This design comes from an exercise in tuning for small area and a short achievable clock period on the open sky130 flow, not from production work.
Function was checked by simulation only, so behaviour that the tests miss may differ from the original.
Power is estimated from default activity; no workload was simulated.

## gshare_fetch_predictor
module gshare_fetch_predictor #(
    parameter int          HIST_BITS = 5,
    parameter logic [31:0] RESET_PC  = 32'h0000_0000
) (
    input  logic                 clk,
    input  logic                 Reset,
    input  logic                 PC_write,
    input  logic [31:0]          imem_inst,
    output logic [31:0]          pc_out,
    output logic [31:0]          IF_inst,
    output logic [31:0]          nextPC,
    output logic                 prediction,
    output logic [31:0]          branch_target,
    output logic [31:0]          updated_pc_IF,
    output logic [HIST_BITS-1:0] GHPT_index_IF,
    output logic [HIST_BITS-1:0] GHR_IF,
    output logic [HIST_BITS-1:0] G_BTB_index_IF,
    input  logic                 ex_valid,
    input  logic                 ex_taken,
    input  logic [31:0]          ex_target,
    input  logic [31:0]          ex_pc,
    input  logic [HIST_BITS-1:0] ex_GHPT_index,
    input  logic [HIST_BITS-1:0] ex_G_BTB_index,
    input  logic [HIST_BITS-1:0] ex_GHR,
    input  logic                 ex_mispredict,
    input  logic [31:0]          ex_correct_pc
);
Settings: LEC_CHECK=0, CAP_MARGIN=10, CORE_MARGIN=2, CORE_UTILIZATION=40, CTS_CLUSTER_DIAMETER=80, CTS_CLUSTER_SIZE=24, GPL_ROUTABILITY_DRIVEN=0, SETUP_SLACK_MARGIN=3.0, SLEW_MARGIN=10, SYNTH_HIERARCHICAL=1, TNS_END_PERCENT=5; clock period 6.5 ns.
standard.sh (not shown) runs the stock make flow with config.mk's settings and CLKGATE_MAP_FILE= SYNTH_SCRIPT=/design/flow/synth_recipe.tcl, a recipe that flattens the netlist after the stock synthesis.
==> flow/flow/run.sh <==
#!/bin/bash
# Standard layout, with the port buffers made from buf_2 instead of the
# default delay-buffer cell. Each make step logs under orfs/logs; the make
# output as a whole goes to standard.log in the work folder.
set -euo pipefail
export BUFFER_PORTS_ARGS="-buffer_cell sky130_fd_sc_hd__buf_2"
bash standard.sh > standard.log 2>&1
The baseline passed the timing, DRC and antenna checks.
Change:
- GPL_ROUTABILITY_DRIVEN: 0 -> unset
- TNS_END_PERCENT: 5 -> 15
Effect: The changed run completed without violations; synthesized cell count stays the same; clock-buffer cell count does not change; critical path depth is unchanged.

---

Starting RTL as in the previous note.
==> flow/design.v (excerpt) <==
module gshare_fetch_predictor #(
    parameter int          HIST_BITS = 5,
    parameter logic [31:0] RESET_PC  = 32'h0000_0000
) (
    input  logic                 clk,
    input  logic                 Reset,
    input  logic                 PC_write,
    input  logic [31:0]          imem_inst,
    output logic [31:0]          pc_out,
    output logic [31:0]          IF_inst,
    output logic [31:0]          nextPC,
    output logic                 prediction,
    output logic [31:0]          branch_target,
    output logic [31:0]          updated_pc_IF,
    output logic [HIST_BITS-1:0] GHPT_index_IF,
    output logic [HIST_BITS-1:0] GHR_IF,
    output logic [HIST_BITS-1:0] G_BTB_index_IF,
    input  logic                 ex_valid,
    input  logic                 ex_taken,
    input  logic [31:0]          ex_target,
    input  logic [31:0]          ex_pc,
    input  logic [HIST_BITS-1:0] ex_GHPT_index,
    input  logic [HIST_BITS-1:0] ex_G_BTB_index,
    input  logic [HIST_BITS-1:0] ex_GHR,
    input  logic                 ex_mispredict,
    input  logic [31:0]          ex_correct_pc
);
    localparam int ENTRIES = 1 << HIST_BITS;
    localparam int TAG_LSB = HIST_BITS + 2;
    localparam int TAG_W   = 32 - TAG_LSB;
    logic [31:0]                     pc_q, pc_d;
    logic [HIST_BITS-1:0]            ghr_q, ghr_d;
    logic [ENTRIES-1:0][1:0]         pht_q;
    logic [ENTRIES-1:0]              btb_vld_q;
    logic [ENTRIES-1:0][TAG_W-1:0]   btb_tag_q;
    logic [ENTRIES-1:0][31:0]        btb_tgt_q;
    logic [31:2]                     npc_q, npc_d;
    logic [ENTRIES-1:0]              sel_d, sel_d2;    
    logic [ENTRIES-1:0]              sel_q;            
    logic                            hit_q, hit_d;
    logic                            pred_q, pred_d;
    logic                            hit_o_q, hit_o_d;
    logic                            pred_o_q, pred_o_d;
    logic [31:0]                     tgt_q, tgt_d;    
    logic unused_ok;
    assign unused_ok = ^{ex_pc[TAG_LSB-1:0], ex_GHR[HIST_BITS-1]};
    assign nextPC         = {npc_q, pc_q[1:0]};
    assign prediction     = pred_o_q;
    assign branch_target  = hit_o_q ? tgt_q : 32'd0;
    assign updated_pc_IF  = pred_o_q ? tgt_q : nextPC;
    assign pc_out         = pc_q;
    assign IF_inst        = imem_inst;
  ...
Settings: LEC_CHECK=0, CAP_MARGIN=20, CORE_MARGIN=2, CORE_UTILIZATION=45, CTS_CLUSTER_DIAMETER=80, CTS_CLUSTER_SIZE=24, SETUP_SLACK_MARGIN=3.3, SLEW_MARGIN=20, SYNTH_HIERARCHICAL=1, TNS_END_PERCENT=5; clock period 6.5 ns.
Scripts as last shown in full above: flow/flow/run.sh
The starting point completed with no timing, DRC or antenna violations.
Next try:
Settings changed: CORE_UTILIZATION 45 to 40, SETUP_SLACK_MARGIN 3.3 to 3.0.
What happened:
- cell area fell by 1.9%
- total power falls by about 0.45%
- routed wire length drops by 4.7%

port drivers added, routing unchanged:
The results above use ideal ports. As a check the final layouts listed here were re-extracted and re-timed, cells and wires unchanged.
Step 1: set_driving_cell puts a clkbuf_16 on clk and a buf_2 on each other input, an assumption about the parent block.
Step 2 also shifts input and output timing later by t, the mid clock arrival at the registers, as if the neighbouring blocks saw the same clock.
Slacks: ideal ports / drivers / drivers and shift; pairs: ideal ports / drivers.
| run | t, ns | setup slack, ns | worst setup path at the end | worst register clock-pin slew, ns |
|---|---|---|---|---|
| the first run of note 1 | 0.835 | 2.794 / 2.753 / 1.918 | input to register | 0.10 / 0.10 |
| the second run of note 1 | 0.835 | 2.794 / 2.753 / 1.918 | input to register | 0.10 / 0.10 |
| the first run of note 2 | 0.843 | 2.890 / 2.812 / 1.968 | input to register | 0.10 / 0.10 |
| the second run of note 2 | 0.838 | 2.801 / 2.756 / 1.982 | input to register | 0.10 / 0.10 |
After both steps every run listed still meets setup and hold. For the first run of note 2, which loses most, drivers alone change the setup slack by -0.078 ns; drivers and shift together by -0.922 ns.
